Background: an optimization exercise with open tools, aiming at small area and a short achievable clock period. Do not read the settings as production practice.
Where RTL was checked, it was by simulation tests only, not by an equivalence proof against the original.
Only the layout flow was run in runs 3 and 4; the RTL was not checked for function there.
Power is estimated from default activity; no workload was simulated.

==> design/flow/flow/run.sh <==
#!/bin/bash
set -euo pipefail
export BUFFER_PORTS_ARGS="-buffer_cell sky130_fd_sc_hd__buf_4"
bash standard.sh > standard.log 2>&1
==> design/flow/standard.sh <==
#!/bin/bash
# synth_recipe.tcl (not shown) runs the flow's synth.tcl, then flattens the netlist and writes it again
# the make line also repeats each setting of config.mk as NAME=value (left out here)
make -C /OpenROAD-flow-scripts/flow DESIGN_CONFIG=/design/flow/config.mk WORK_HOME=/design/flow/orfs CLKGATE_MAP_FILE= SYNTH_SCRIPT=/design/flow/synth_recipe.tcl "${@:-finish}"
==> design/flow/config.mk <==
export PLATFORM = sky130hd
export DESIGN_NAME = fixed_order_selector
export DESIGN_NICKNAME = fixed_order_selector
export VERILOG_FILES = /design/flow/design.v
export SDC_FILE = /design/flow/constraint.sdc
export NUM_CORES = 4
export LEC_CHECK = 0
export CAP_MARGIN = 20
export CORE_MARGIN = 2
export CORE_UTILIZATION = 70
export CTS_BUF_LIST = sky130_fd_sc_hd__clkbuf_8
export CTS_CLUSTER_DIAMETER = 60
export CTS_CLUSTER_SIZE = 30
export SLEW_MARGIN = 80
==> design/flow/constraint.sdc <==
create_clock -name core_clock -period 11.0 [get_ports {iClock}]
set_input_delay 2.2000 -clock core_clock [delete_from_list [all_inputs] [get_ports {iClock}]]
set_output_delay 2.2000 -clock core_clock [all_outputs]
set_load 0.01 [all_outputs]
==> design/flow/design.v <==
module fixed_order_selector #(
  parameter int  SAMPLE_W   = 16,
  parameter int  BLOCK_SIZE = 4096,
  parameter int  MAX_ORDER  = 4,
  localparam int RES_W      = SAMPLE_W + MAX_ORDER,
  localparam int IDX_W      = $clog2(BLOCK_SIZE),
  localparam int SUM_W      = RES_W + IDX_W
) (
  input  logic                       iClock,
  input  logic                       iReset_n,
  input  logic                       iEnable,
  input  logic signed [SAMPLE_W-1:0] iSample,
  output logic [2:0]                 oBest,
  output logic [SUM_W-1:0]           oBestSum,
  output logic                       oValid,
  output logic                       oBlockStart
);
  localparam int W0 = SAMPLE_W;
  localparam int W1 = SAMPLE_W + 1;
  localparam int W2 = SAMPLE_W + 2;
  localparam int W3 = SAMPLE_W + 3;
  localparam int W4 = SAMPLE_W + 4;
  localparam int A0 = SAMPLE_W + IDX_W;        
  localparam int A1 = SAMPLE_W + IDX_W;        
  localparam int A2 = SAMPLE_W + IDX_W + 1;    
  localparam int A3 = SAMPLE_W + IDX_W + 2;    
  localparam int A4 = SAMPLE_W + IDX_W + 3;    
  localparam int BW = SAMPLE_W + IDX_W;        
  logic [IDX_W-1:0] idx_r;    
  logic             bs_r;     
  logic             en_r;     
  logic             f0;       
  logic             g1;       
  logic             last0;    
  logic [W0-1:0]    x_r;
  always_ff @(posedge iClock or negedge iReset_n) begin
    if (!iReset_n) begin
      idx_r <= '0;
      bs_r  <= 1'b1;
      en_r  <= 1'b0;
      last0 <= 1'b0;
    end else begin
      en_r  <= iEnable;
      last0 <= iEnable & (&idx_r);
      if (iEnable) begin
        idx_r <= idx_r + 1'b1;
        bs_r  <= &idx_r;
      end
    end
  end
  always_ff @(posedge iClock) begin
    x_r <= iSample & {W0{iEnable}};
    f0  <= iEnable & bs_r;
    g1  <= iEnable & !bs_r;
  end
  assign oBlockStart = bs_r;
  logic t2_0, t3_0, t4_0, t5_0;
  assign t2_0 = !(idx_r == 12'd1 || idx_r == 12'd2);
  assign t3_0 = t2_0 && idx_r != 12'd3;
  assign t4_0 = t3_0 && idx_r != 12'd4;
  assign t5_0 = t4_0 && idx_r != 12'd5;
  logic [W1-1:0] d1;
  logic [W2-1:0] d2;
  logic [W3-1:0] d3;
  logic [W4-1:0] d4;
  logic [W0-1:0] p0;
  logic [W1-1:0] p1;
  logic [W2-1:0] p2;
  logic [W3-1:0] p3;
  logic          v1, v2, v3;
  logic          f1, f2, f3, f4;
  logic          g2, g3, g4;
  logic          t3_1, t4_1, t5_1, t4_2, t5_2, t5_3;
  logic [W1-1:0] n1;
  logic [W2-1:0] n2;
  logic [W3-1:0] n3;
  logic [W4-1:0] n4;
  skl_add #(W1) u_n1 (.a({x_r[W0-1], x_r}), .b(~{p0[W0-1], p0}), .ci(1'b1), .s(n1), .co());
  skl_add #(W2) u_n2 (.a({d1[W1-1], d1}),   .b(~{p1[W1-1], p1}), .ci(1'b1), .s(n2), .co());
  skl_add #(W3) u_n3 (.a({d2[W2-1], d2}),   .b(~{p2[W2-1], p2}), .ci(1'b1), .s(n3), .co());
  skl_add #(W4) u_n4 (.a({d3[W3-1], d3}),   .b(~{p3[W3-1], p3}), .ci(1'b1), .s(n4), .co());
  always_ff @(posedge iClock) begin
    v1 <= en_r;
    v2 <= v1;
    v3 <= v2;
    f1 <= g1 & !t2_0;
    g2 <= g1 &  t2_0;
    t3_1 <= t3_0;
    t4_1 <= t4_0;
    t5_1 <= t5_0;
    f2 <= g2 & !t3_1;
    g3 <= g2 &  t3_1;
    t4_2 <= t4_1;
    t5_2 <= t5_1;
    f3 <= g3 & !t4_2;
    g4 <= g3 &  t4_2;
    t5_3 <= t5_2;
    f4 <= g4 & !t5_3;
    d1 <= n1 & {W1{g1}};
    d2 <= n2 & {W2{g2}};
    d3 <= n3 & {W3{g3}};
    d4 <= n4 & {W4{g4}};
    if (en_r) p0 <= x_r;
    if (v1)   p1 <= d1;
    if (v2)   p2 <= d2;
    if (v3)   p3 <= d3;
  end
  logic [W0-2:0] lo0;  logic [A0-W0:0] hi0;  logic c0;
  logic [W1-2:0] lo1;  logic [A1-W1:0] hi1;  logic c1;
  logic [W2-2:0] lo2;  logic [A2-W2:0] hi2;  logic c2;
  logic [W3-2:0] lo3;  logic [A3-W3:0] hi3;  logic c3;
  logic [W4-2:0] lo4;  logic [A4-W4:0] hi4;  logic c4;
  logic [W0-2:0] sl0;  logic sc0;
  logic [W1-2:0] sl1;  logic sc1;
  logic [W2-2:0] sl2;  logic sc2;
  logic [W3-2:0] sl3;  logic sc3;
  logic [W4-2:0] sl4;  logic sc4;
  skl_add #(W0-1) u_a0 (.a(lo0 & {(W0-1){!f0}}), .b(x_r[W0-2:0] ^ {(W0-1){x_r[W0-1]}}), .ci(x_r[W0-1]), .s(sl0), .co(sc0));
  skl_add #(W1-1) u_a1 (.a(lo1 & {(W1-1){!f1}}), .b(d1[W1-2:0] ^ {(W1-1){d1[W1-1]}}),   .ci(d1[W1-1]),  .s(sl1), .co(sc1));
  skl_add #(W2-1) u_a2 (.a(lo2 & {(W2-1){!f2}}), .b(d2[W2-2:0] ^ {(W2-1){d2[W2-1]}}),   .ci(d2[W2-1]),  .s(sl2), .co(sc2));
  logic [W3-2:0] m3;
  logic [W4-2:0] m4;
  logic          k3a, k3b, k4a, k4b, k4c;
  logic          q3a, q3b, q4a, q4b, q4c;
  assign m3 = lo3 & {(W3-1){!f3}};
  assign m4 = lo4 & {(W4-1){!f4}};
  rca #(6) u_a3a (.a(m3[5:0]),   .b(d3[5:0]   ^ {6{d3[W3-1]}}), .ci(d3[W3-1]),  .s(sl3[5:0]),   .co(q3a));
  rca #(6) u_a3b (.a(m3[11:6]),  .b(d3[11:6]  ^ {6{d3[W3-1]}}), .ci(k3a & !f3), .s(sl3[11:6]),  .co(q3b));
  rca #(6) u_a3c (.a(m3[17:12]), .b(d3[17:12] ^ {6{d3[W3-1]}}), .ci(k3b & !f3), .s(sl3[17:12]), .co(sc3));
  rca #(5) u_a4a (.a(m4[4:0]),   .b(d4[4:0]   ^ {5{d4[W4-1]}}), .ci(d4[W4-1]),  .s(sl4[4:0]),   .co(q4a));
  rca #(5) u_a4b (.a(m4[9:5]),   .b(d4[9:5]   ^ {5{d4[W4-1]}}), .ci(k4a & !f4), .s(sl4[9:5]),   .co(q4b));
  rca #(5) u_a4c (.a(m4[14:10]), .b(d4[14:10] ^ {5{d4[W4-1]}}), .ci(k4b & !f4), .s(sl4[14:10]), .co(q4c));
  rca #(4) u_a4d (.a(m4[18:15]), .b(d4[18:15] ^ {4{d4[W4-1]}}), .ci(k4c & !f4), .s(sl4[18:15]), .co(sc4));
  always_ff @(posedge iClock) begin
    {c0, lo0} <= {sc0, sl0};
    {c1, lo1} <= {sc1, sl1};
    {c2, lo2} <= {sc2, sl2};
    {c3, lo3} <= {sc3, sl3};
    {c4, lo4} <= {sc4, sl4};
    k3a <= q3a;
    k3b <= q3b;
    k4a <= q4a;
    k4b <= q4b;
    k4c <= q4c;
    hi0 <= f0 ? '0 : hi0 + c0;
    hi1 <= f1 ? '0 : hi1 + c1;
    hi2 <= f2 ? '0 : hi2 + c2;
    hi3 <= f3 ? '0 : hi3 + c3;
    hi4 <= f4 ? '0 : hi4 + c4;
  end
  localparam int BL = 16;                  
  localparam int BH = BW - BL;             
  logic [8:0]    ph;      
  logic [BW-1:0] best;
  logic [2:0]    best_i;
  logic [BW-1:0] cand;
  logic          big;     
  logic          lt_lo;   
  logic          s1, s2, s3, s4;    
  always_ff @(posedge iClock or negedge iReset_n) begin
    if (!iReset_n) begin
      ph     <= '0;
      s1     <= 1'b0;
      s2     <= 1'b0;
      s3     <= 1'b0;
      s4     <= 1'b0;
      oValid <= 1'b0;
    end else begin
      ph     <= {ph[7:0], last0};
      s1     <= ph[0] | ph[1];
      s2     <= ph[2] | ph[3];
      s3     <= ph[4] | ph[5];
      s4     <= ph[6] | ph[7];
      oValid <= ph[8];
    end
  end
  always_comb begin
    cand = ({BW{s1}} & {hi1, lo1})
         | ({BW{s2}} & {hi2[A2-W2-1:0], lo2})
         | ({BW{s3}} & {hi3[A3-W3-2:0], lo3})
         | ({BW{s4}} & {hi4[A4-W4-3:0], lo4});
    big  = (s2 & hi2[A2-W2])
         | (s3 & (|hi3[A3-W3:A3-W3-1]))
         | (s4 & (|hi4[A4-W4:A4-W4-2]));
  end
  logic ge_lo;
  skl_add #(BL) u_cmp_lo (.a(cand[BL-1:0]), .b(~best[BL-1:0]), .ci(1'b1), .s(), .co(ge_lo));
  always_ff @(posedge iClock) begin
    lt_lo <= !ge_lo;
  end
  logic ge;
  skl_add #(BH) u_cmp_hi (.a(cand[BW-1:BL]), .b(~best[BW-1:BL]), .ci(!lt_lo), .s(), .co(ge));
  logic take;
  assign take = (ph[2] | ph[4] | ph[6] | ph[8]) & !big & !ge;
  always_ff @(posedge iClock) begin
    if (ph[0]) begin
      best   <= {hi0 + c0, lo0};
      best_i <= 3'd0;
    end else if (take) begin
      best   <= cand;
      best_i <= {ph[8], ph[4] | ph[6], ph[2] | ph[6]};
    end
  end
  assign oBest    = best_i;
  assign oBestSum = {{(SUM_W-BW){1'b0}}, best};
endmodule
module skl_add #(
  parameter int N = 16
) (
  input  logic [N-1:0] a,
  input  logic [N-1:0] b,
  input  logic         ci,
  output logic [N-1:0] s,
  output logic         co
);
  localparam int L = $clog2(N + 1);
  logic [N:0] g [0:L];
  logic [N:0] p [0:L];
  always_comb begin
    g[0][0] = ci;
    p[0][0] = 1'b0;
    for (int i = 0; i < N; i++) begin
      g[0][i+1] = a[i] & b[i];
      p[0][i+1] = a[i] ^ b[i];
    end
    for (int l = 0; l < L; l++) begin
      for (int i = 0; i <= N; i++) begin
        if (((i >> l) & 1) == 1) begin
          g[l+1][i] = g[l][i] | (p[l][i] & g[l][((i >> l) << l) - 1]);
          p[l+1][i] = p[l][i] & p[l][((i >> l) << l) - 1];
        end else begin
          g[l+1][i] = g[l][i];
          p[l+1][i] = p[l][i];
        end
      end
    end
    for (int i = 0; i < N; i++) begin
      s[i] = p[0][i+1] ^ g[L][i];
    end
    co = g[L][N];
  end
endmodule
module rca #(
  parameter int N = 8
) (
  input  logic [N-1:0] a,
  input  logic [N-1:0] b,
  input  logic         ci,
  output logic [N-1:0] s,
  output logic         co
);
  logic [N:0] c;
  always_comb begin
    c[0] = ci;
    for (int i = 0; i < N; i++) begin
      s[i]   = a[i] ^ b[i] ^ c[i];
      c[i+1] = (a[i] & b[i]) | (a[i] & c[i]) | (b[i] & c[i]);
    end
    co = c[N];
  end
endmodule
==> run summary, run 1 <==
- The setup slack of the critical path after layout is 7480 ps.
- In the final routed layout, each cell accounts on average for 17.4 µm.
- The worst ir drop on vdd is 0.138 mV.
- The number of buffers inserted to repair setup after CTS is 0.
- Summed over all layers, the global routing overflow is 0.
- The register bit total from synthesis is 395.
- Setup violations remaining at the end of the flow were counted as 0.
- After the first detailed-routing iteration, the DRC count stood at 760.
- The period utilization is 0.320.
- Of the synthesized area, sequential elements account for 0.457.
- The quantity of gates resized following cts is 0.
- The fraction of layout instances using a drive strength above 1 is 0.116.
- Clock-pin slew was measured on the worst setup and hold paths at 110 ps.
- After detailed routing, the total wire length is 41000 µm.
- For this configuration, the core starts out at a cell density of 0.712.
- The post-route core utilization is 0.787.
- Before CTS, the worst setup slack after placement is 7510 ps.
- The final layout contains 2188 nets.
- The first-pass GRT wire length is 65600 µm.
- The number of hold violations in the final report is 0.
- Adding up every negative setup slack in the final design gives 0 ps.
- The dominant synthesized flop cell is sky130_fd_sc_hd__dfxtp_1.
- For this run, the number of Yosys warnings is 25.
- The first-pass iteration count of the detailed router is 5.
- Walking the worst path, the cells encountered are buf_4.
- The number of antenna violations at the first check in global routing is 1.
- The flow ran to the end and the layout has no timing, DRC or antenna violations.
- The count of unique library cells instantiated by Yosys is 65.
- The fraction of registers with async set or reset after synthesis is 0.0734.
- The fmax is 284 MHz.
- Counting flops with a built-in enable in the synthesized netlist gives 98.
- The number of top-level pins is 56.
- The DRC violations left is 0.
- Sorting the synthesized cells by area gives the leading types as sky130_fd_sc_hd__dfxtp_1 (27%), sky130_fd_sc_hd__edfxtp_1 (15%), sky130_fd_sc_hd__ha_1 (9.7%).
- The endpoint arrival time on the critical path is 1320 ps.
- The area of the die is 29600 µm².
- The top fanout value on the critical path is 4.
- Summed over all instances, the cell type with the most area after synthesis is sky130_fd_sc_hd__dfxtp_1.
- The worst setup path is launched from a flop.
- The detail route stage leaves a number of antenna-violating nets equal to 0.
- The synthesis-to-layout area growth is 10.6%.
- The number of buffers on the longest clock path is 3.
- The final total power is 5.74 mW.
- The core region area is 27800 µm².
- Row generation in the floorplan step produced 61 rows.
- The final weighted congestion of routability-driven global placement is 0.877.
- The final max-slew violation count came to 0.
- For the final database, setup skew stands at 26.3 ps.
- The cell family contributing the most delay on the critical path is flip-flops.
- STA classifies the critical path endpoint as an output port.
- The tightest min-delay check is of the flop to flop type.
- Max-cap violations in this run came to 0.
- In this run the number of H-tree levels came out at 1.
- The die is 172 µm tall.
- For this design the static power due to leakage is 9.97 nW.
- The number of global-route vias before repair came to 13100.
- The average vias per placed instance is 5.60.
- The clock sink count is 395.
- The later-pin clock latency in the skew report is 640 ps.
- The average cell area after synthesis is 10.5 µm².
- After legalization and detailed placement, the total HPWL measured 31300 µm.
- For this run, the total global-route usage over all layers was measured as 0.283.
- In the synthesized netlist, the number of instances is 1889.
- The antenna diode count is 0.
- The buffering stage count on the worst path with inverters included is 1.
- The netlist area before placement is 19800 µm².
- The number of hold-repair buffers added at the cts stage is 0.
- The largest net degree at the start of global routing is 46.
- The critical path is of the flop to output port type.
- The routed layout has 13200 vias.
- The number of clock buffers added by TritonCTS is 31.
- Setup repair after global routing left no endpoint under its margin.
- In this run the horizontal extent of the chip is 172 µm.
- Fill cells in the final layout number 1859.
- The cell chosen for the clock root is sky130_fd_sc_hd__clkbuf_8.
- Port buffering added 51 buffers.
- On the worst path, the slowest cell contributes a delay of 580 ps.
- The required time reported for the critical path endpoint is 8800 ps.
- The power density relative to cell area is 262 nW/µm².
- The time the worst path needs with I/O delays and setup is 3520 ps.
- The TritonCTS clock tree is yes.
- The share of synthesized area in the top cell type comes to 0.271.
- On the critical path, the stage with the largest delay is an instance of sky130_fd_sc_hd__dfstp_2.
## layout make-up
cell class,count,area (µm²),share of cell area
tap,378,473,0.0216
inverter,193,724,0.0331
clock inverter,25,284,0.0130
clock buffer,32,440,0.0201
multi-input combinational,1245,10100,0.461
sequential,395,9110,0.416
timing repair buffer,87,758,0.0347
## cell families (layout without fill, tap and decap cells)
logic type / count (synthesis) / after routing / share of synthesized area
adder cells (fa/ha/maj): 216 / 216 / 0.160
other: 1 / 4 / 0.000190
flip-flops: 395 / 395 / 0.457
multiplexers: 22 / 22 / 0.0122
XOR/XNOR: 195 / 195 / 0.0863
AND/OR/NAND/NOR: 533 / 533 / 0.144
AO/OA/AOI/OAI: 275 / 275 / 0.0916
buffers and inverters: 252 / 337 / 0.0489
## placed cells by master (no fill, tap or decap), types with 7 or more instances in the layout
cell                         n
sky130_fd_sc_hd__dfxtp_1   252
sky130_fd_sc_hd__inv_1     193
sky130_fd_sc_hd__ha_1      154
sky130_fd_sc_hd__xor2_1    107
sky130_fd_sc_hd__nor2_1    100
sky130_fd_sc_hd__nor2b_1    99
sky130_fd_sc_hd__edfxtp_1   98
sky130_fd_sc_hd__xnor2_1    80
sky130_fd_sc_hd__a21oi_1    75
sky130_fd_sc_hd__nand2_1    73
sky130_fd_sc_hd__fa_1       62
sky130_fd_sc_hd__and2_1     61
sky130_fd_sc_hd__nand3_1    52
sky130_fd_sc_hd__buf_4      50
sky130_fd_sc_hd__a22oi_1    46
sky130_fd_sc_hd__nand2b_1   46
sky130_fd_sc_hd__o21ai_0    44
sky130_fd_sc_hd__clkbuf_8   32
sky130_fd_sc_hd__o21a_1     23
sky130_fd_sc_hd__dfrtp_1    23
sky130_fd_sc_hd__and3_1     22
sky130_fd_sc_hd__or3_1      18
sky130_fd_sc_hd__mux2_2     17
sky130_fd_sc_hd__a21o_1     15
sky130_fd_sc_hd__nor3_1     15
sky130_fd_sc_hd__dfxtp_4    14
sky130_fd_sc_hd__buf_6      14
sky130_fd_sc_hd__a22oi_2    10
sky130_fd_sc_hd__o21ai_1     9
sky130_fd_sc_hd__nand4_1     8
sky130_fd_sc_hd__and3b_1     8
sky130_fd_sc_hd__or2_2       8
sky130_fd_sc_hd__inv_6       7
## stage by stage
stage                     std cells  area, µm²  hold WS (ps)
after CTS                      2349      21700           348
final                          2355      21900           349
after detailed placement       2292      21000           321
after floorplan                1892      19800           310
after global placement         2267      20400           315
after global routing           2355      21900           352
## registers in the layout, summed over array words and instances, names as in the netlist, 18 cells and up
signal,count
best,28
d4,20
d3,19
lo4,19
p3,19
d2,18
lo3,18
p2,18
## where the power goes
part / leakage, nW / total [mW] / internal (mW) / switching, mW
Sequential: 3.52 / 2.40 / 1.99 / 0.408
Clock: 0.361 / 0.890 / 0.338 / 0.552
Combinational: 6.09 / 2.45 / 1.16 / 1.29
## metal layers
layer / vias up / share of wire / GRT usage
li1: 6438 / - / -
met1: 6404 / 0.43 / 0.365
met2: 248 / 0.50 / 0.493
met3: 87 / 0.039 / 0.0405
met4: 2 / 0.034 / 0.0924
met5: - / 0.00032 / 0
## synthesized netlist by cell type, types with 19 or more instances
| library cell | n |
|---|---|
| sky130_fd_sc_hd__dfxtp_1 | 268 |
| sky130_fd_sc_hd__inv_1 | 193 |
| sky130_fd_sc_hd__ha_1 | 154 |
| sky130_fd_sc_hd__xor2_1 | 111 |
| sky130_fd_sc_hd__nor2_1 | 102 |
| sky130_fd_sc_hd__nor2b_1 | 101 |
| sky130_fd_sc_hd__edfxtp_1 | 98 |
| sky130_fd_sc_hd__xnor2_1 | 84 |
| sky130_fd_sc_hd__a21oi_1 | 77 |
| sky130_fd_sc_hd__nand2_1 | 73 |
| sky130_fd_sc_hd__fa_1 | 62 |
| sky130_fd_sc_hd__and2_1 | 61 |
| sky130_fd_sc_hd__a22oi_1 | 56 |
| sky130_fd_sc_hd__nand3_1 | 52 |
| sky130_fd_sc_hd__o21ai_0 | 51 |
| sky130_fd_sc_hd__nand2b_1 | 46 |
| sky130_fd_sc_hd__clkbuf_1 | 43 |
| sky130_fd_sc_hd__dfrtp_1 | 28 |
| sky130_fd_sc_hd__o21a_1 | 23 |
| sky130_fd_sc_hd__and3_1 | 22 |
| sky130_fd_sc_hd__nor3_1 | 19 |
## final timing paths
| kind | from | end | slack (ps) | cells past startpoint |
|---|---|---|---|---|
| min in group asynchronous | iReset_n | oValid | 1400 | 1 |
| max in group asynchronous | iReset_n | bs_r | 9340 | 1 |
| setup / recovery | bs_r | oBlockStart | 7480 | 1 |
| hold / removal | t5_1 | t5_2 | 350 | 0 |
| hold reg to reg | t5_1 | t5_2 | 350 | 0 |
| setup reg to reg | f1 | lo1[15] | 7630 | 14 |
==> run 2, diff against run 1 <==
--- a/design/flow/config.mk
+++ b/design/flow/config.mk
@@ -8,7 +8,7 @@
 export CAP_MARGIN = 20
 export CORE_MARGIN = 2
-export CORE_UTILIZATION = 70
+export CORE_UTILIZATION = 60
 export CTS_BUF_LIST = sky130_fd_sc_hd__clkbuf_8
 export CTS_CLUSTER_DIAMETER = 60
 export CTS_CLUSTER_SIZE = 30
-export SLEW_MARGIN = 80
+export SLEW_MARGIN = 60
==> run summary, run 2 <==
- The count of mapped cells out of synthesis came to 1889 (unchanged).
- The relative contribution of the clock network to total power is 0.163 (+0.008).
- The number of global-route vias before repair is 12500 (-4.5%).
- TritonCTS built the clock tree.
- The internal power component was 3.45 mW (-0.85%).
- Leaving out fill and tap cells, the most frequent cell in the layout is sky130_fd_sc_hd__dfxtp_1.
- Ranked by flip-flop count, first place goes to best.
- The H-tree depth reported by CTS was 2 (+1).
- The quantity of gates resized following cts was 0 (unchanged).
- The netlist area before placement is 19800 µm² (unchanged).
- The antenna violation net count after detailed routing came to 0 (unchanged).
- The fraction of layout instances using a drive strength above 1 is 0.0881 (-0.0282).
- The startpoint identified for the worst hold timing path is t5_1.
- The required time reported for the critical path endpoint is 8800 ps (about the same).
- The final layout net count is 2161 (-1.2%).
- The number of antenna violations at the first check in global routing is 0 (-1).
- The via total after detailed routing was 12700 (-3.3%).
- The average wire per standard cell is 17.0 µm (-2.5%).
- The first-pass GRT wire length came to 65100 µm (-0.74%).
- Traced cell by cell, the critical path runs through buf_4.
- The buffering stage count on the worst path with inverters included is 1 (unchanged).
- The row count is 66 (+8.2%).
- The worst ir drop on vdd was 0.130 mV (-5.3%).
- The summed negative setup slack over all endpoints came to 0 ps (unchanged).
- The average cell area after synthesis came to 10.5 µm² (unchanged).
- The core region area came to 32500 µm² (+17%).
- The most used routing layer in global routing is met2.
- The chip height is 186 µm (+7.8%).
- The leading cell type by number of instances after synthesis is sky130_fd_sc_hd__dfxtp_1.
- The setup path with the least slack is of type flop to output port.
- The tree is rooted in a sky130_fd_sc_hd__clkbuf_8.
- The final total power is 5.61 mW (-2.2%).
- The starting density of the core was 0.608 (-0.104).
- The fraction of power spent switching nets is 0.384 (-0.00866).
- The largest net degree at the start of global routing came to 46 (unchanged).
- The worst hold path terminates at t5_2.
- The commonest cells after synthesis are sky130_fd_sc_hd__dfxtp_1 (268), sky130_fd_sc_hd__inv_1 (193), sky130_fd_sc_hd__ha_1 (154).
- The endpoint kind of the worst setup timing path is an output port.
- The combinational group share of total power is 0.408 (-0.019).
- After synthesis, the cell types taking the most area are sky130_fd_sc_hd__dfxtp_1 (27%), sky130_fd_sc_hd__edfxtp_1 (15%), sky130_fd_sc_hd__ha_1 (9.7%).
- The average vias per placed instance came to 5.32 (-4.9%).
- The worst flop-to-flop path startpoint is f2.
- The overall global routing resource usage was 0.243 (-0.0399).
- The total clock buffers created by CTS is 34 (+9.7%).
- The post-synthesis sequential area ratio is 0.457 (unchanged).
- The dominant synthesized flop cell is sky130_fd_sc_hd__dfxtp_1.
- The time the worst path needs with I/O delays and setup is 3450 ps (-66.1 ps).
- The antenna diode count is 0 (unchanged).
- The net switching component of the power is 2.15 mW (-4.4%).
- The register clock-pin slew on the reported worst setup and hold paths is 100 ps (about the same).
- The number of input and output port buffers inserted is 51 (unchanged).
- The proportion of netlist area held by the largest area contributor came to 0.271 (unchanged).
- The multi-input combinational cell area was 9800 µm² (-2.9%).
- The final weighted congestion of routability-driven global placement is 0.881 (+0.46%).
- The first-pass iteration count of the detailed router is 5 (unchanged).
- The fraction of met1 tracks used by global routing was 0.320 (-0.0444).
- Setup repair after global routing left no endpoint under its margin.
- At the pin with the least slew margin, the transition time is 555 ps.
- The internal reg-to-reg setup slack is 7750 ps (+120 ps).
- The fraction of registers with async set or reset after synthesis was 0.0734 (unchanged).
- The top fanout value on the critical path was 4 (unchanged).
- The synthesis-to-layout area growth is 7.84%.
- The worst register-to-register path ends at lo2[15].
- The met2 global-route usage is 0.419 (-0.0740).
- The number of setup violations in the final report is 0 (unchanged).
- The worst slew slack as a fraction of its limit is 0.630.
- The setup slack of the critical path after layout is 7550 ps (+66.1 ps).
- The later-pin clock latency in the skew report is 560 ps (-80 ps).
- The violation count after the first detailed-routing iteration is 620 (-18%).
- The overflow left after global routing is 0 (unchanged).
- The max-capacitance violation count was 0 (unchanged).
- The combined flip-flop and latch cell area came to 9060 µm² (-0.49%).
- The period utilization is 0.314 (-0.00601).
- The worst slack at placement is 7490 ps (-16.8 ps).
- The number of warnings reported in the yosys synthesis log was 25 (unchanged).
- The clock sink count came to 395 (unchanged).
- The count of flip-flops with a built-in enable after synthesis came to 98 (unchanged).
- The number of inserted filler cells in the final layout is 2785 (+50%).
- The area of the die is 34400 µm² (+16%).
- The post-route core utilization is 0.656 (-0.132).
- The number of hold-repair buffers added at the cts stage is 0 (unchanged).
- The endpoint arrival time on the critical path is 1250 ps (-70 ps).
- The count of cells along the worst register-to-register path is 13 (-1).
- The slowest stage of the critical path belongs to the cell sky130_fd_sc_hd__dfstp_2.
- The overall routed net length is 40600 µm (-0.89%).
- The number of flip-flops in the largest register is 28 (unchanged).
- The horizontal die dimension is 186 µm (+7.8%).
- The worst setup path is launched from a flop.
- The largest stage delay on the critical path is 580 ps (about the same).
- The count of unique library cells instantiated by Yosys came to 65 (unchanged).
- In the final layout, the registers with the most flip-flops are best (28), d4 (20).
- Leaving out fill and tap cells, the most frequent cells in the layout are sky130_fd_sc_hd__dfxtp_1 (254), sky130_fd_sc_hd__inv_1 (195), sky130_fd_sc_hd__ha_1 (154).
- The fmax is 290 MHz (+1.9%).
- The DRC violations left is 0 (unchanged).
- The largest area contributor in the netlist is sky130_fd_sc_hd__dfxtp_1.
- The final max-slew violation count is 0 (unchanged).
- The register bit total from synthesis came to 395 (unchanged).
- The part of the power in registers came to 0.430 (+0.012).
- The placed wire-length estimate is 31500 µm (+0.66%).
- The met3 track demand over resource in global routing is 0.0305 (-0.00999).
- The number of buffers inserted to repair setup after CTS is 0 (unchanged).
- The number of top-level pins is 56 (unchanged).
- The number of hold violations in the final report is 0 (unchanged).
- The run finished with no timing, DRC or antenna violations.
- The number of stages on the worst hold path is 0 (unchanged).
- The final clock skew was 19.9 ps (-6.39 ps).
- The min-delay analysis places its worst path in the category flop to flop.
- The family with the most delay on the worst path is flip-flops.
- The leakage power figure is 9.79 nW (-1.8%).
- The number of buffers on the longest clock path is 3 (unchanged).
- The power density relative to cell area came to 263 nW/µm² (+0.22%).
-- run 2: routing by layer --
metal | share of wire | routed length, µm
met5 | 0 | 0
met4 | 0.028 | 1140
met3 | 0.038 | 1560
met2 | 0.49 | 19900
met1 | 0.44 | 18100
-- run 2: power groups by stage --
stage | registers, mW | clock network (mW) | logic, mW
2_1_floorplan | 2.22 | 0 | 1.91
3_3_place_gp | 2.45 | 0 | 2.20
3_5_place_dp | 2.45 | 0 | 2.28
4_1_cts | 2.42 | 0.944 | 2.29
5_1_grt | 2.46 | 0.995 | 2.66
6_report | 2.41 | 0.912 | 2.29
-- run 2: final cells by class --
| type | instances | share of cell area |
|---|---|---|
| multi-input cells | 1245 | 0.459 |
| flip-flops and latches | 395 | 0.425 |
| inverters | 193 | 0.0340 |
| well taps | 442 | 0.0259 |
| clock buffers | 38 | 0.0245 |
| repair buffers | 57 | 0.0204 |
| clock inverters | 24 | 0.0113 |
-- run 2: how the worst max path moves through the flow --
stage	from	endpoint	slack, ps	depth (start not counted)
3_3_place_gp	s1	best[10]	7410	11
6_report	bs_r	oBlockStart	7550	1
5_1_grt	f2	lo2[15]	7450	13
3_5_place_dp	iEnable	idx_r[9]	7490	7
4_1_cts	bs_r	oBlockStart	7510	1
2_1_floorplan	d3[18]	lo3[11]	7700	10
-- run 2: cell families (layout without fill, tap and decap cells) --
group                    after synthesis  in the layout  share of synthesized area
AO/OA/AOI/OAI                        275            275                     0.0916
adder cells (fa/ha/maj)              216            216                      0.160
other                                  1              4                   0.000190
XOR/XNOR                             195            195                     0.0863
multiplexers                          22             22                     0.0122
AND/OR/NAND/NOR                      533            533                      0.144
flip-flops                           395            395                      0.457
buffers and inverters                252            312                     0.0489
-- run 2: per-stage QoR --
stage | hold WS [ps] | cells | area (µm²)
global placement | 313 | 2331 | 20500
detailed placement | 327 | 2331 | 20600
CTS | 351 | 2393 | 21300
finish | 351 | 2394 | 21300
global route | 357 | 2394 | 21300
floorplan | 310 | 1892 | 19800
==> run 3, diff against run 2 <==
--- a/design/flow/design.v
+++ b/design/flow/design.v
@@ -28,5 +28,5 @@
   localparam int BW = SAMPLE_W + IDX_W;        
   logic [IDX_W-1:0] idx_r;    
-  logic             bs_r;     
+  logic             bsn_r;    
   logic             en_r;     
   logic             f0;       
@@ -37,5 +37,5 @@
     if (!iReset_n) begin
       idx_r <= '0;
-      bs_r  <= 1'b1;
+      bsn_r <= 1'b0;
       en_r  <= 1'b0;
       last0 <= 1'b0;
@@ -45,5 +45,5 @@
       if (iEnable) begin
         idx_r <= idx_r + 1'b1;
-        bs_r  <= &idx_r;
+        bsn_r <= !(&idx_r);
       end
     end
@@ -51,8 +51,8 @@
   always_ff @(posedge iClock) begin
     x_r <= iSample & {W0{iEnable}};
-    f0  <= iEnable & bs_r;
-    g1  <= iEnable & !bs_r;
-  end
-  assign oBlockStart = bs_r;
+    f0  <= iEnable & (idx_r == '0);
+    g1  <= iEnable & (idx_r != '0);
+  end
+  assign oBlockStart = !bsn_r;
   logic t2_0, t3_0, t4_0, t5_0;
   assign t2_0 = !(idx_r == 12'd1 || idx_r == 12'd2);
@@ -193,12 +193,18 @@
   logic take;
   assign take = (ph[2] | ph[4] | ph[6] | ph[8]) & !big & !ge;
-  always_ff @(posedge iClock) begin
-    if (ph[0]) begin
-      best   <= {hi0 + c0, lo0};
-      best_i <= 3'd0;
-    end else if (take) begin
-      best   <= cand;
-      best_i <= {ph[8], ph[4] | ph[6], ph[2] | ph[6]};
-    end
+  logic          keep;
+  logic [BW-1:0] best_nx;
+  logic [2:0]    best_i_nx;
+  assign keep = !(ph[0] | take);
+  always_comb begin
+    best_nx   = ({BW{ph[0]}} & {hi0 + c0, lo0})
+              | ({BW{take}}  & cand)
+              | ({BW{keep}}  & best);
+    best_i_nx = ({3{take}} & {ph[8], ph[4] | ph[6], ph[2] | ph[6]})
+              | ({3{keep}} & best_i);
+  end
+  always_ff @(posedge iClock) begin
+    best   <= best_nx;
+    best_i <= best_i_nx;
   end
   assign oBest    = best_i;
--- a/design/flow/config.mk
+++ b/design/flow/config.mk
@@ -9,6 +9,6 @@
 export CORE_MARGIN = 2
 export CORE_UTILIZATION = 60
-export CTS_BUF_LIST = sky130_fd_sc_hd__clkbuf_8
-export CTS_CLUSTER_DIAMETER = 60
-export CTS_CLUSTER_SIZE = 30
+export CTS_BUF_LIST = sky130_fd_sc_hd__clkbuf_16
+export CTS_CLUSTER_DIAMETER = 45
+export CTS_CLUSTER_SIZE = 24
 export SLEW_MARGIN = 60
==> run summary, run 3 <==
- The run finished with no timing, DRC or antenna violations.
- The fraction of registers with async set or reset after synthesis is 0.0734 (unchanged).
- The number of hold violations in the final report is 0 (unchanged).
- The fraction of layout instances using a drive strength above 1 is 0.0826 (-0.00548).
- The DRC violations left is 0 (unchanged).
- The first-pass iteration count of the detailed router came to 5 (unchanged).
- The leakage power figure is 10.1 nW (+3.5%).
- The final clock skew came to 16.6 ps (-3.33 ps).
- The most used routing layer in global routing is met2.
- The count of unique library cells instantiated by Yosys came to 68 (+4.6%).
- The number of buffers inserted to repair setup after CTS is 0 (unchanged).
- The average cell area after synthesis is 10.2 µm² (-3.0%).
- The number of buffers on the longest clock path is 3 (unchanged).
- The via total after detailed routing is 13500 (+6.3%).
- The internal reg-to-reg setup slack came to 7730 ps (-20 ps).
- The fmax is 303 MHz (+4.6%).
- The H-tree depth reported by CTS came to 2 (unchanged).
- The starting density of the core is 0.610 (+0.00241).
- The endpoint identified for the worst register-to-register timing path is best[17].
- The min-delay analysis places its worst path in the category flop to flop.
- The number of stages on the worst hold path is 0 (unchanged).
- The clock sink count is 395 (unchanged).
- The chip height is 186 µm (+0.32%).
- The largest stage delay on the critical path is 380 ps (-200 ps).
- The number of global-route vias before repair is 13200 (+5.3%).
- The period utilization is 0.300 (-0.0139).
- The final layout net count was 2234 (+3.4%).
- The number of hold-repair buffers added at the cts stage is 0 (unchanged).
- The first-pass GRT wire length was 69100 µm (+6.2%).
- The worst ir drop on vdd came to 0.191 mV (+47%).
- The antenna diode count is 0 (unchanged).
- The register clock-pin slew on the reported worst setup and hold paths was 60 ps (-40 ps).
- The count of flip-flops with a built-in enable after synthesis is 70 (-29%).
- The number of input and output port buffers inserted was 51 (unchanged).
- The synthesis-to-layout area growth is 11.6%.
- Leaving out fill and tap cells, the most frequent cells in the layout are sky130_fd_sc_hd__dfxtp_1 (282), sky130_fd_sc_hd__inv_1 (201), sky130_fd_sc_hd__ha_1 (154).
- The netlist area before placement is 19900 µm² (+0.65%).
- Setup repair after global routing left no endpoint under its margin.
- The area of the die was 34700 µm² (+0.64%).
- The cell chosen for the clock root is sky130_fd_sc_hd__clkbuf_16.
- The final max-slew violation count is 0 (unchanged).
- The nature of the critical path startpoint is a flop.
- The time the worst path needs with I/O delays and setup was 3300 ps (-153 ps).
- The destination of the worst hold path is t5_2.
- Sorting the synthesized cells by how often they occur yields sky130_fd_sc_hd__dfxtp_1 (296), sky130_fd_sc_hd__inv_1 (199), sky130_fd_sc_hd__ha_1 (154).
- The met3 track demand over resource in global routing is 0.0364 (+0.00589).
- The top fanout value on the critical path is 2 (-2).
- The count of cells along the worst register-to-register path came to 10 (-3).
- The overall global routing resource usage is 0.259 (+0.0161).
- Traced cell by cell, the critical path runs through inv_1 > buf_4.
- The overflow left after global routing came to 0 (unchanged).
- The largest registers in the layout are best (28), d4 (20).
- The number of inserted filler cells in the final layout is 2578 (-7.4%).
- The power density relative to cell area is 277 nW/µm² (+5.4%).
- The average vias per placed instance is 5.47 (+2.8%).
- The most flop-heavy register is best.
- The post-synthesis sequential area ratio is 0.440 (-0.0171).
- sky130_fd_sc_hd__dfxtp_1 is the most common cell in the netlist.
- Yosys attributes the largest share of cell area to sky130_fd_sc_hd__dfxtp_1 (30%), sky130_fd_sc_hd__edfxtp_1 (11%), sky130_fd_sc_hd__ha_1 (9.7%).
- The proportion of netlist area held by the largest area contributor came to 0.298 (+0.0264).
- The commonest non-fill, non-tap cell in the layout is sky130_fd_sc_hd__dfxtp_1.
- The quantity of gates resized following cts is 0 (unchanged).
- The number of flip-flops in the largest register is 28 (unchanged).
- The dominant synthesized flop cell is sky130_fd_sc_hd__dfxtp_1.
- The met2 global-route usage is 0.429 (+0.0105).
- The endpoint arrival time on the critical path was 1100 ps (-150 ps).
- The number of setup violations in the final report is 0 (unchanged).
- The worst slew slack as a fraction of its limit is 0.650 (+0.0201).
- Of all cell types, the one taking the most synthesized area is sky130_fd_sc_hd__dfxtp_1.
- The transition time at the pin with the least slew margin is 525 ps (-30.2 ps).
- The total clock buffers created by CTS was 44 (+29%).
- The antenna violation net count after detailed routing is 0 (unchanged).
- The placed wire-length estimate is 33000 µm (+4.8%).
- The average wire per standard cell was 17.6 µm (+3.9%).
- The horizontal die dimension came to 186 µm (+0.32%).
- The row count is 66 (unchanged).
- The fraction of met1 tracks used by global routing is 0.347 (+0.0269).
- The number of antenna violations at the first check in global routing is 0 (unchanged).
- The required time reported for the critical path endpoint was 8800 ps (about the same).
- The hold path startpoint is t5_1.
- The critical path is of the flop to output port type.
- The core region area is 32600 µm² (+0.25%).
- The slowest stage cell on the critical path is sky130_fd_sc_hd__dfrtp_1.
- The TritonCTS clock tree is yes.
- The largest net degree at the start of global routing is 56 (+22%).
- The number of warnings reported in the yosys synthesis log is 25 (unchanged).
- The summed negative setup slack over all endpoints is 0 ps (unchanged).
- The final weighted congestion of routability-driven global placement is 0.861 (-2.2%).
- The worst slack on hold paths is 327 ps (-23.6 ps).
- The register bit total from synthesis came to 395 (unchanged).
- The overall routed net length was 43700 µm (+7.4%).
- The startpoint identified for the worst register-to-register timing path is s3.
- The later-pin clock latency in the skew report came to 550 ps (about the same).
- The max-capacitance violation count came to 0 (unchanged).
- The worst setup path is captured at an output port.
- The violation count after the first detailed-routing iteration was 773 (+25%).
- The number of top-level pins came to 56 (unchanged).
- The count of mapped cells out of synthesis was 1960 (+3.8%).
run 3: power breakdown:
part           total, mW  switching (mW)  internal [mW]
combinational       2.22            1.19           1.03
sequential          2.40           0.425           1.97
clock               1.54           0.635          0.903
total               6.15            2.25           3.91
run 3: how the worst max path moves through the flow:
stage	start	endpoint	slack [ps]	cells past startpoint
after global placement	s2	best[20]	7220	9
after floorplan	d3[18]	lo3[11]	7710	10
after CTS	bsn_r	oBlockStart	7670	2
after detailed placement	iEnable	bsn_r	7450	6
final	bsn_r	oBlockStart	7700	2
after global routing	s3	best[17]	7600	10
run 3: cell type report:
type,instances,area [µm²],share of cell area
Inverter,199,747,0.0336
Sequential cell,395,8790,0.395
Multi-Input combinational cell,1302,10200,0.457
Timing Repair Buffer,57,428,0.0193
Tap cell,442,553,0.0249
Clock buffer,46,1150,0.0518
Clock inverter,34,390,0.0176
run 3: logic make-up (layout without fill, tap and decap cells):
group,count (synthesis),after routing,synth area share
XOR/XNOR,201,201,0.0884
AND/OR/NAND/NOR,555,555,0.147
AO/OA/AOI/OAI,317,317,0.109
adder cells (fa/ha/maj),216,216,0.159
flip-flops,395,395,0.440
buffers and inverters,266,336,0.0515
multiplexers,9,9,0.00465
other,1,4,0.000188
run 3: metal layers:
metal | share of wire | vias to the layer above | wire [µm]
met5 | 0 | - | 0
met2 | 0.47 | 262 | 20500
met3 | 0.039 | 94 | 1690
met1 | 0.46 | 6485 | 19900
li1 | - | 6704 | -
met4 | 0.036 | 0 | 1560
run 3: per-stage QoR:
stage	total power [mW]	area, µm²	setup WS [ps]	instances	utilization
2_1_floorplan	4.02	19900	7710	1963	-
3_3_place_gp	4.53	20600	7220	2394	0.632
3_5_place_dp	4.62	20700	7450	2395	0.634
4_1_cts	6.20	22200	7670	2475	0.681
5_1_grt	6.66	22200	7600	2475	0.681
6_report	6.15	22200	7700	2475	0.681
run 3: critical path, delay by kind of cell, from the launching register on:
family / cells / cell delay, ps
DFF: 1 / 380
buffers and inverters: 2 / 170
==> run 4, diff against run 3 <==
==> design/flow/flow/run.sh (replaced) <==
#!/bin/bash
set -euo pipefail
export BUFFER_PORTS_ARGS="-buffer_cell sky130_fd_sc_hd__buf_4"
export CTS_ARGS="-sink_clustering_enable -repair_clock_nets -sink_clustering_size 24 -sink_clustering_max_diameter 45 -buf_list sky130_fd_sc_hd__clkbuf_8 -root_buf sky130_fd_sc_hd__clkbuf_16 -dont_use_dummy_load"
bash standard.sh > standard.log 2>&1
--- a/design/flow/config.mk
+++ b/design/flow/config.mk
@@ -9,6 +9,3 @@
 export CORE_MARGIN = 2
 export CORE_UTILIZATION = 60
-export CTS_BUF_LIST = sky130_fd_sc_hd__clkbuf_16
-export CTS_CLUSTER_DIAMETER = 45
-export CTS_CLUSTER_SIZE = 24
 export SLEW_MARGIN = 60
==> run summary, run 4 <==
- The run finished with no timing, DRC or antenna violations.
- After synthesis, the cell types taking the most area are sky130_fd_sc_hd__dfxtp_1 (30%), sky130_fd_sc_hd__edfxtp_1 (11%), sky130_fd_sc_hd__ha_1 (9.7%).
- The largest registers in the layout are best (28), d4 (20).
- The placed wire-length estimate came to 33000 µm (unchanged).
- The slowest stage cell on the critical path is sky130_fd_sc_hd__dfxtp_1.
- The number of inserted filler cells in the final layout is 2672 (+3.6%).
- The via total after detailed routing is 13400 (-0.82%).
- The first-pass iteration count of the detailed router came to 5 (unchanged).
- The number of buffers inserted to repair setup after CTS is 0 (unchanged).
- The buffering stage count on the worst path with inverters included was 1 (-1).
- The most common cell in the synthesized netlist is sky130_fd_sc_hd__dfxtp_1.
- The fmax is 306 MHz (+0.91%).
- The number of hold-repair buffers added at the cts stage is 0 (unchanged).
- The worst ir drop on vdd was 0.134 mV (-30%).
- The antenna diode count is 0 (unchanged).
- The synthesis-to-layout area growth is 7.18%.
- The area of the die is 34700 µm² (unchanged).
- The number of warnings reported in the yosys synthesis log was 25 (unchanged).
- The clock sink count came to 395 (unchanged).
- The commonest non-fill, non-tap cell in the layout is sky130_fd_sc_hd__dfxtp_1.
- The startpoint identified for the worst register-to-register timing path is s3.
- The dominant synthesized flop cell is sky130_fd_sc_hd__dfxtp_1.
- The starting density of the core is 0.610 (unchanged).
- The worst slack on hold paths is 331 ps (+3.32 ps).
- Counting flops per register, the top entry is best.
- The signal on the critical path passes through buf_4.
- The worst slew slack as a fraction of its limit is 0.647 (-0.00357).
- The endpoint kind of the worst setup timing path is an output port.
- The adder and majority gate portion of the synthesized area is 0.159 (unchanged).
- The fraction of layout instances using a drive strength above 1 was 0.0681 (-0.0145).
- The post-synthesis sequential area ratio came to 0.440 (unchanged).
- The max-capacitance violation count is 0 (unchanged).
- The quantity of gates resized following cts is 0 (unchanged).
- The number of setup violations in the final report is 0 (unchanged).
- The average vias per placed instance is 5.51 (+0.64%).
- The time the worst path needs with I/O delays and setup was 3270 ps (-29.8 ps).
- The worst slack at placement is 7450 ps (unchanged).
- The core region area is 32600 µm² (unchanged).
- Counting instances in the post-synthesis netlist gives the leading cell types as sky130_fd_sc_hd__dfxtp_1 (296), sky130_fd_sc_hd__inv_1 (199), sky130_fd_sc_hd__ha_1 (154).
- The number of antenna violations at the first check in global routing is 0 (unchanged).
- The netlist area before placement was 19900 µm² (unchanged).
- The largest stage delay on the critical path was 400 ps (+20 ps).
- The number of hold violations in the final report was 0 (unchanged).
- The top fanout value on the critical path is 3 (+1).
- The overall routed net length came to 43000 µm (-1.5%).
- The count of flip-flops with a built-in enable after synthesis is 70 (unchanged).
- The DRC violations left is 0 (unchanged).
- The overall global routing resource usage is 0.255 (-0.00443).
- The register bit total from synthesis is 395 (unchanged).
- The critical path start-end classification is flop to output port.
- The violation count after the first detailed-routing iteration is 691 (-11%).
- The area fraction in compound gates after synthesis was 0.109 (unchanged).
- The transition time at the pin with the least slew margin is 530 ps (+5.36 ps).
- The number of top-level pins is 56 (unchanged).
- The mux share of post-synthesis cell area came to 0.00465 (unchanged).
- The register clock-pin slew on the reported worst setup and hold paths is 80 ps (+20 ps).
- The summed negative setup slack over all endpoints is 0 ps (unchanged).
- The later-pin clock latency in the skew report is 510 ps (-40 ps).
- The post-synthesis xor/xnor area fraction was 0.0884 (unchanged).
- The number of flip-flops in the largest register came to 28 (unchanged).
- The proportion of netlist area held by the largest area contributor is 0.298 (unchanged).
- The kind of cell with the highest combined delay along the critical path is flip-flops.
- Of all cell types, the one taking the most synthesized area is sky130_fd_sc_hd__dfxtp_1.
- The average cell area after synthesis is 10.2 µm² (unchanged).
- The average wire per standard cell is 17.6 µm (about the same).
- The number of global-route vias before repair is 13000 (-1.5%).
- The period utilization is 0.297 (-0.00271).
- The number of input and output port buffers inserted came to 51 (unchanged).
- The final max-slew violation count is 0 (unchanged).
- The horizontal die dimension is 186 µm (unchanged).
- The overflow left after global routing is 0 (unchanged).
- The setup slack of the critical path after layout came to 7730 ps (+29.8 ps).
- The post-route core utilization is 0.654 (-0.0270).
- The placement-stage cell area is 20700 µm² (unchanged).
- The fraction of registers with async set or reset after synthesis is 0.0734 (unchanged).
- The cell chosen for the clock root is sky130_fd_sc_hd__clkbuf_16.
- The antenna violation net count after detailed routing is 0 (unchanged).
- TritonCTS built the clock tree.
- The worst setup path startpoint is best[6].
- The count of mapped cells out of synthesis is 1960 (unchanged).
- The worst hold path begins at t5_1.
- The final weighted congestion of routability-driven global placement is 0.861 (unchanged).
- After synthesis, the largest family of logic cells by area is adder cells.
- The final layout net count is 2234 (unchanged).
- The power density relative to cell area is 256 nW/µm² (-7.4%).
- The H-tree depth reported by CTS is 2 (unchanged).
- The first-pass GRT wire length is 67900 µm (-1.7%).
- The final clock skew is 39.7 ps (+23.2 ps).
- Setup repair after global routing left no endpoint under its margin.
- The count of unique library cells instantiated by Yosys was 68 (unchanged).
- The kind of path behind the tightest hold check is flop to flop.
- Leaving out fill and tap cells, the most frequent cells in the layout are sky130_fd_sc_hd__dfxtp_1 (282), sky130_fd_sc_hd__inv_1 (199), sky130_fd_sc_hd__ha_1 (154).
- The leakage power figure is 9.71 nW (-4.2%).
- The row count came to 66 (unchanged).
- The post-route cell area is 21300 µm² (-4.0%).
- The required time reported for the critical path endpoint came to 8800 ps (about the same).
- The nature of the critical path startpoint is a flop.
- The largest net degree at the start of global routing is 56 (unchanged).
- The total clock buffers created by CTS was 44 (unchanged).
- The simple logic cell fraction of the synthesized area came to 0.147 (unchanged).
- The endpoint arrival time on the critical path came to 1070 ps (-30 ps).
- The number of buffers on the longest clock path is 3 (unchanged).
- The chip height is 186 µm (unchanged).
==> run 4: through the flow <==
step                power [mW]  cells
finish                    5.47   2439
global route              5.96   2439
CTS                       5.51   2439
detailed placement        4.62   2395
global placement          4.53   2394
floorplan                 4.02   1963
==> run 4: worst paths after layout <==
kind                                     to  slack [ps]  cells after the start
worst max-delay path            oBestSum[6]        7730                      1
worst min-delay path                   t5_2         330                      0
worst max register to register     best[17]        7770                     10
worst min register to register         t5_2         330                      0
max in group asynchronous                s4        9030                      1
min in group asynchronous          idx_r[1]        1610                      1
==> run 4: metal layers <==
layer / up-vias / wire length, µm / track usage
met1: 6434 / 19800 / 0.344
met3: 72 / 1800 / 0.0372
li1: 6658 / - / -
met4: 0 / 1250 / 0.0828
met5: - / 0 / 0
met2: 270 / 20200 / 0.423
==> run 4: cells by family (layout without fill, tap and decap cells) <==
| logic type | after synthesis | in the layout |
|---|---|---|
| AOI/OAI and AO/OA | 317 | 317 |
| xor gates and xnor gates | 201 | 201 |
| adders and majority gates | 216 | 216 |
| buffers and inverters | 266 | 300 |
| DFF | 395 | 395 |
| muxes | 9 | 9 |
| other | 1 | 4 |
| and+or+nand+nor | 555 | 555 |
==> run 4: final cells by class <==
| type | count | area [µm²] | area share |
|---|---|---|---|
| Clock buffer | 44 | 662 | 0.0310 |
| Inverter | 199 | 747 | 0.0350 |
| Multi-Input combinational cell | 1302 | 10200 | 0.476 |
| Sequential cell | 395 | 8790 | 0.412 |
| Tap cell | 442 | 553 | 0.0259 |
| Timing Repair Buffer | 57 | 428 | 0.0201 |
==> run 4: where the power goes <==
group | total, mW | internal (mW) | switching, mW
clock | 0.867 | 0.398 | 0.469
combinational | 2.21 | 1.03 | 1.18
sequential | 2.40 | 1.97 | 0.423
==> run 5, diff against run 4 <==
--- a/design/flow/design.v
+++ b/design/flow/design.v
@@ -22,8 +22,5 @@
   localparam int W4 = SAMPLE_W + 4;
   localparam int A0 = SAMPLE_W + IDX_W;        
-  localparam int A1 = SAMPLE_W + IDX_W;        
-  localparam int A2 = SAMPLE_W + IDX_W + 1;    
-  localparam int A3 = SAMPLE_W + IDX_W + 2;    
-  localparam int A4 = SAMPLE_W + IDX_W + 3;    
+  localparam int AK = SAMPLE_W + IDX_W - 1;    
   localparam int BW = SAMPLE_W + IDX_W;        
   logic [IDX_W-1:0] idx_r;    
@@ -107,8 +104,8 @@
   end
   logic [W0-2:0] lo0;  logic [A0-W0:0] hi0;  logic c0;
-  logic [W1-2:0] lo1;  logic [A1-W1:0] hi1;  logic c1;
-  logic [W2-2:0] lo2;  logic [A2-W2:0] hi2;  logic c2;
-  logic [W3-2:0] lo3;  logic [A3-W3:0] hi3;  logic c3;
-  logic [W4-2:0] lo4;  logic [A4-W4:0] hi4;  logic c4;
+  logic [W1-2:0] lo1;  logic [AK-W1:0] hi1;  logic c1;  logic big1;
+  logic [W2-2:0] lo2;  logic [AK-W2:0] hi2;  logic c2;  logic big2;
+  logic [W3-2:0] lo3;  logic [AK-W3:0] hi3;  logic c3;  logic big3;
+  logic [W4-2:0] lo4;  logic [AK-W4:0] hi4;  logic c4;  logic big4;
   logic [W0-2:0] sl0;  logic sc0;
   logic [W1-2:0] sl1;  logic sc1;
@@ -144,8 +141,8 @@
     k4c <= q4c;
     hi0 <= f0 ? '0 : hi0 + c0;
-    hi1 <= f1 ? '0 : hi1 + c1;
-    hi2 <= f2 ? '0 : hi2 + c2;
-    hi3 <= f3 ? '0 : hi3 + c3;
-    hi4 <= f4 ? '0 : hi4 + c4;
+    {big1, hi1} <= f1 ? '0 : {big1, hi1} + c1 | {big1, {(AK-W1+1){1'b0}}};
+    {big2, hi2} <= f2 ? '0 : {big2, hi2} + c2 | {big2, {(AK-W2+1){1'b0}}};
+    {big3, hi3} <= f3 ? '0 : {big3, hi3} + c3 | {big3, {(AK-W3+1){1'b0}}};
+    {big4, hi4} <= f4 ? '0 : {big4, hi4} + c4 | {big4, {(AK-W4+1){1'b0}}};
   end
   localparam int BL = 16;                  
@@ -176,11 +173,9 @@
   end
   always_comb begin
-    cand = ({BW{s1}} & {hi1, lo1})
-         | ({BW{s2}} & {hi2[A2-W2-1:0], lo2})
-         | ({BW{s3}} & {hi3[A3-W3-2:0], lo3})
-         | ({BW{s4}} & {hi4[A4-W4-3:0], lo4});
-    big  = (s2 & hi2[A2-W2])
-         | (s3 & (|hi3[A3-W3:A3-W3-1]))
-         | (s4 & (|hi4[A4-W4:A4-W4-2]));
+    cand = ({BW{s1}} & {1'b0, hi1, lo1})
+         | ({BW{s2}} & {1'b0, hi2, lo2})
+         | ({BW{s3}} & {1'b0, hi3, lo3})
+         | ({BW{s4}} & {1'b0, hi4, lo4});
+    big  = (s1 & big1) | (s2 & big2) | (s3 & big3) | (s4 & big4);
   end
   logic ge_lo;
==> design/flow/flow/run.sh (replaced) <==
#!/bin/bash
set -euo pipefail
export BUFFER_PORTS_ARGS="-buffer_cell sky130_fd_sc_hd__buf_2"
export CTS_ARGS="-sink_clustering_enable -repair_clock_nets -sink_clustering_size 32 -sink_clustering_max_diameter 60 -buf_list sky130_fd_sc_hd__clkbuf_16 -root_buf sky130_fd_sc_hd__clkbuf_16 -dont_use_dummy_load"
bash standard.sh > standard.log 2>&1
==> run summary, run 5 <==
- The multi-input combinational cell area came to 9780 µm² (-3.8%).
- The dominant synthesized flop cell is sky130_fd_sc_hd__dfxtp_1.
- The worst slack at placement is 7480 ps (+33.9 ps).
- The power density relative to cell area came to 266 nW/µm² (+3.7%).
- The antenna diode count is 0 (unchanged).
- The proportion of netlist area held by the largest area contributor came to 0.299 (+0.00168).
- The number of hold-repair buffers added at the cts stage came to 0 (unchanged).
- The fmax is 303 MHz (-1.0%).
- The max-capacitance violation count is 0 (unchanged).
- The area of the die is 33800 µm² (-2.5%).
- The netlist area before placement is 19400 µm² (-2.6%).
- The largest net degree at the start of global routing was 58 (+3.6%).
- The top fanout value on the critical path came to 2 (-1).
- The number of setup violations in the final report is 0 (unchanged).
- Leaving out fill and tap cells, the most frequent cell in the layout is sky130_fd_sc_hd__dfxtp_1.
- The leakage power figure is 9.68 nW (-0.27%).
- The final clock skew is 37.3 ps (-2.40 ps).
- The combined flip-flop and latch cell area is 8670 µm² (-1.4%).
- The number of global-route vias before repair is 12400 (-4.6%).
- The cell chosen for the clock root is sky130_fd_sc_hd__clkbuf_16.
- The count of unique library cells instantiated by Yosys is 57 (-16%).
- The critical path goes through buf_2.
- The number of cells in the design after placement was 2277 (-4.9%).
- The average cell area after synthesis was 10.3 µm² (+1.5%).
- The kind of path behind the tightest hold check is flop to flop.
- The final max-slew violation count is 0 (unchanged).
- The core region area is 31700 µm² (-2.8%).
- The first-pass GRT wire length is 64500 µm (-5.0%).
- The post-route cell area was 20900 µm² (-1.9%).
- The most flop-heavy register is best.
- The placement-stage cell area is 20000 µm² (-3.1%).
- The worst slack on hold paths is 327 ps (-3.38 ps).
- Among all stages on the critical path, the largest delay is contributed by sky130_fd_sc_hd__dfxtp_1.
- The worst ir drop on vdd came to 0.119 mV (-11%).
- The violation count after the first detailed-routing iteration is 629 (-9.0%).
- The required time reported for the critical path endpoint is 8800 ps (about the same).
- The placed wire-length estimate was 30700 µm (-6.9%).
- The DRC violations left is 0 (unchanged).
- The overall routed net length is 40100 µm (-6.8%).
- STA classifies the critical path startpoint as a flop.
- The summed negative setup slack over all endpoints is 0 ps (unchanged).
- After synthesis, the cell types taking the most area are sky130_fd_sc_hd__dfxtp_1 (30%), sky130_fd_sc_hd__edfxtp_1 (11%), sky130_fd_sc_hd__ha_1 (9.9%).
- The critical path start-end classification is flop to output port.
- The final weighted congestion of routability-driven global placement came to 0.882 (+2.4%).
- Setup repair after global routing left no endpoint under its margin.
- The number of inserted filler cells in the final layout is 2608 (-2.4%).
- The number of buffers inserted to repair setup after CTS is 0 (unchanged).
- The post-synthesis sequential area ratio was 0.445 (+0.00543).
- The post-route core utilization came to 0.660 (+0.00576).
- The first-pass iteration count of the detailed router came to 5 (unchanged).
- The count of flip-flops with a built-in enable after synthesis is 70 (unchanged).
- The fraction of registers with async set or reset after synthesis is 0.0746 (+0.00113).
- The starting density of the core came to 0.612 (+0.00117).
- The H-tree depth reported by CTS is 2 (unchanged).
- The final total power is 5.56 mW (+1.7%).
- The time the worst path needs with I/O delays and setup is 3300 ps (+33.8 ps).
- The row count is 65 (-1.5%).
- The average wire per standard cell is 17.3 µm (-1.7%).
- TritonCTS built the clock tree.
- The number of input and output port buffers inserted is 51 (unchanged).
- The via total after detailed routing is 12600 (-6.4%).
- The overall global routing resource usage is 0.244 (-0.0111).
- The largest registers in the layout are best (28), d4 (20).
- In the layout the commonest cells are sky130_fd_sc_hd__dfxtp_1 (276), sky130_fd_sc_hd__inv_1 (200), sky130_fd_sc_hd__ha_1 (153).
- The number of flip-flops in the largest register is 28 (unchanged).
- The worst slew slack as a fraction of its limit is 0.642 (-0.00507).
- The clock sink count came to 389 (-1.5%).
- The transition time at the pin with the least slew margin is 532 ps (+1.99 ps).
- The register bit total from synthesis came to 389 (-1.5%).
- After synthesis, the most frequently instantiated cells are sky130_fd_sc_hd__dfxtp_1 (290), sky130_fd_sc_hd__inv_1 (200), sky130_fd_sc_hd__ha_1 (153).
- The number of warnings reported in the yosys synthesis log came to 25 (unchanged).
- The setup slack of the critical path after layout came to 7700 ps (-33.8 ps).
- The quantity of gates resized following cts came to 0 (unchanged).
- The fraction of layout instances using a drive strength above 1 is 0.0638 (-0.00426).
- The horizontal die dimension is 184 µm (-1.3%).
- The period utilization was 0.300 (+0.00307).
- The buffering stage count on the worst path with inverters included is 1 (unchanged).
- The cell family contributing the most delay on the critical path is flip-flops.
- The total clock buffers created by CTS was 35 (-20%).
- sky130_fd_sc_hd__dfxtp_1 is the most common cell in the netlist.
- The flow ran to the end and the layout has no timing, DRC or antenna violations.
- The register clock-pin slew on the reported worst setup and hold paths is 60 ps (-20 ps).
- The number of buffers on the longest clock path is 3 (unchanged).
- The chip height is 184 µm (-1.3%).
- The largest area contributor in the netlist is sky130_fd_sc_hd__dfxtp_1.
- The later-pin clock latency in the skew report is 510 ps (about the same).
- The worst setup path is captured at an output port.
- The number of antenna violations at the first check in global routing is 0 (unchanged).
- The overflow left after global routing is 0 (unchanged).
- The number of top-level pins came to 56 (unchanged).
- Compared with the post-synthesis result, the final layout area differs by 7.91%.
- The non-filler instance count after layout is 2313 (-5.2%).
- The antenna violation net count after detailed routing was 0 (unchanged).
- The final layout net count came to 2147 (-3.9%).
- The number of hold violations in the final report is 0 (unchanged).
- The count of mapped cells out of synthesis was 1881 (-4.0%).
- The largest stage delay on the critical path is 420 ps (+20 ps).
- The average vias per placed instance is 5.44 (-1.3%).
- The endpoint arrival time on the critical path is 1100 ps (+30 ps).
run 5: cell types whose count changed after synthesis, sizes merged, moves of 11 or more:
cell   before  now
a221o       8   28
nand2      99   72
xnor2      84   95
nor3       14   37
o31ai      18    3
nand3      54   38
nor2       94   79
a32oi      18    4
nor2b     104  118
run 5: area by class of cell:
cell class,instances,share of cell area
Sequential cell,389,0.414
Inverter,200,0.0359
Tap cell,402,0.0240
Timing Repair Buffer,57,0.0173
Multi-Input combinational cell,1230,0.467
Clock buffer,35,0.0418
run 5: report_power, final:
| group | leakage (nW) | switching (mW) | internal, mW |
|---|---|---|---|
| registers | 3.50 | 0.390 | 1.93 |
| clock network | 0.431 | 0.481 | 0.561 |
| logic | 5.75 | 1.15 | 1.05 |
| total | 9.68 | 2.02 | 3.54 |
run 5: metal layers:
| layer | global-route usage | vias to the layer above | share of wire |
|---|---|---|---|
| met5 | 0 | - | 0 |
| met4 | 0.0720 | 0 | 0.028 |
| met3 | 0.0267 | 65 | 0.034 |
| met2 | 0.415 | 197 | 0.47 |
| met1 | 0.329 | 5996 | 0.46 |
| li1 | - | 6322 | - |
run 5: cells by family after synthesis:
logic type                 count (synthesis)  synth area share
AOI/OAI and AO/OA                        283             0.101
xor gates and xnor gates                 203            0.0916
adders and majority gates                215             0.163
buffers and inverters                    265            0.0520
DFF                                      389             0.445
muxes                                      5           0.00264
other                                      1          0.000193
and+or+nand+nor                          520             0.145
run 5: final timing paths:
check / from / to / slack (ps) / cells past startpoint
setup / recovery: best[13] / oBestSum[13] / 7700 / 1
hold / removal: t4_1 / t4_2 / 330 / 0
hold reg to reg: t4_1 / t4_2 / 330 / 0
min in group asynchronous: iReset_n / idx_r[7] / 1610 / 1
max in group asynchronous: iReset_n / ph[0] / 9060 / 1
setup reg to reg: x_r[1] / d1[15] / 7810 / 11
==> run 6, diff against run 5 <==
==> design/flow/flow/run.sh (replaced) <==
#!/bin/bash
set -euo pipefail
export BUFFER_PORTS_ARGS="-buffer_cell sky130_fd_sc_hd__buf_4"
export CTS_ARGS="-sink_clustering_enable -repair_clock_nets -sink_clustering_size 24 -sink_clustering_max_diameter 45 -buf_list sky130_fd_sc_hd__clkbuf_8 -root_buf sky130_fd_sc_hd__clkbuf_16 -dont_use_dummy_load"
bash standard.sh > standard.log 2>&1
==> run summary, run 6 <==
- The number of cells in the design after placement is 2274 (-0.13%).
- The number of antenna violations at the first check in global routing was 0 (unchanged).
- The fraction of layout instances using a drive strength above 1 is 0.0673 (+0.00345).
- The number of input and output port buffers inserted is 51 (unchanged).
- The post-route cell area came to 20800 µm² (-0.62%).
- The length of routed met2 wiring is 19300 µm (+1.5%).
- The row count is 65 (unchanged).
- The family with the most delay on the worst path is flip-flops.
- The buffering stage count on the worst path with inverters included is 1 (unchanged).
- The area growth from synthesis to layout is 7.25%.
- The required time reported for the critical path endpoint was 8800 ps (about the same).
- The largest area contributor in the netlist is sky130_fd_sc_hd__dfxtp_1.
- The run finished with no timing, DRC or antenna violations.
- The critical path start-end classification is flop to output port.
- The first-pass iteration count of the detailed router is 5 (unchanged).
- The final total power is 5.36 mW (-3.7%).
- The slowest stage of the critical path belongs to the cell sky130_fd_sc_hd__dfxtp_1.
- The number of setup violations in the final report is 0 (unchanged).
- The largest net degree at the start of global routing is 58 (unchanged).
- The worst ir drop on vdd came to 0.112 mV (-5.6%).
- The number of hold-repair buffers added at the cts stage is 0 (unchanged).
- The leakage power figure is 9.63 nW (-0.50%).
- The worst slew slack as a fraction of its limit was 0.633 (-0.00856).
- The worst slack on hold paths is 343 ps (+16.1 ps).
- The time the worst path needs with I/O delays and setup is 3300 ps (-3.08 ps).
- Setup repair after global routing left no endpoint under its margin.
- The critical path goes through buf_4.
- The final clock skew was 40.4 ps (+3.11 ps).
- The first-pass GRT wire length is 65300 µm (+1.2%).
- The core region area is 31700 µm² (unchanged).
- The number of top-level pins was 56 (unchanged).
- The top fanout value on the critical path is 2 (unchanged).
- The number of stages on the worst hold path was 0 (unchanged).
- The placement-stage cell area is 20100 µm² (+0.44%).
- The register bit total from synthesis was 389 (unchanged).
- The kind of path behind the tightest hold check is flop to flop.
- The proportion of netlist area held by the largest area contributor is 0.299 (unchanged).
- The setup slack of the critical path after layout came to 7700 ps (+3.08 ps).
- The horizontal die dimension came to 184 µm (unchanged).
- The final max-slew violation count came to 0 (unchanged).
- The overall global routing resource usage is 0.248 (+0.00440).
- The via total after detailed routing was 12700 (+0.76%).
- The clock sink count is 389 (unchanged).
- In the post-synthesis netlist, the cell with the most instances is sky130_fd_sc_hd__dfxtp_1.
- The average cell area after synthesis came to 10.3 µm² (unchanged).
- The average vias per placed instance is 5.47 (+0.50%).
- The DRC violations left is 0 (unchanged).
- The violation count after the first detailed-routing iteration came to 630 (+0.16%).
- The average wire per standard cell is 17.3 µm (-0.11%).
## run 6: cell counts after synthesis
No cell type changed its count.
## run 6: layout make-up
cell class / instances / area, µm²
clock buffer: 44 / 662
fill: 2587 / 10900
inverter: 200 / 751
multi-input combinational: 1230 / 9770
sequential: 389 / 8670
tap: 402 / 503
timing repair buffer: 54 / 445
## run 6: cell families after synthesis
logic type	count (synthesis)	share of synthesized area
simple gates	520	0.145
flops	389	0.445
compound gates	283	0.101
buf+inv	265	0.0520
fa+ha+maj	215	0.163
xor+xnor	203	0.0916
mux	5	0.00264
other cells	1	0.000193
## run 6: worst max-delay path by stage
stage                  start      endpoint  slack [ps]  depth (start not counted)
floorplan             d3[18]       lo3[11]        7710                         10
global placement          f1       lo1[15]        7490                         12
detailed placement   iEnable      idx_r[8]        7590                          5
CTS                 best[13]  oBestSum[13]        7670                          1
global route              s1       best[2]        7540                         12
finish              best[14]  oBestSum[14]        7700                          1
## run 6: power breakdown
part | leakage [nW] | internal [mW] | switching (mW) | total (mW)
sequential | 3.50 | 1.93 | 0.398 | 2.33
clock | 0.342 | 0.398 | 0.465 | 0.863
combinational | 5.79 | 1.04 | 1.12 | 2.17
total | 9.63 | 3.37 | 1.99 | 5.36
## run 6: routing by layer
layer / vias up / global-route usage
met2: 257 / 0.424
met1: 5981 / 0.321
met5: - / 0
li1: 6352 / -
met3: 86 / 0.0404
met4: 0 / 0.0832

port drivers added, routing unchanged:
Ports are ideal in the flow. The routed layouts listed here were re-timed in OpenROAD.
Step 1 assumes that a clkbuf_16 drives the clock port and a buf_2 every other input.
Step 2 times the ports against the registers' clock, not the clock port: input delays grow and output delays shrink by t, the midpoint of the rising clock arrivals with the driver on.
Slacks: no drivers / after step 1 / after step 2; pairs: no drivers / after step 1.
| run | shift t [ns] | setup WS [ns] | worst data-port slew with drivers (ns) | cell pins on the clock port's net |
|---|---|---|---|---|
| run 1 | 0.672 | 7.484 / 7.436 / 7.532 | 0.05 | 1 |
| run 2 | 0.600 | 7.550 / 7.500 / 7.498 | 0.03 | 1 |
| run 3 | 0.597 | 7.703 / 7.649 / 7.401 | 0.03 | 1 |
| run 4 | 0.554 | 7.733 / 7.679 / 7.437 | 0.03 | 1 |
| run 5 | 0.553 | 7.699 / 7.645 / 7.495 | 0.03 | 1 |
| run 6 | 0.559 | 7.702 / 7.649 / 7.591 | 0.04 | 1 |
After both steps every run listed still meets setup and hold. The setup slack of run 3, which loses most, moves by -0.054 ns with the drivers and by -0.302 ns with both steps.
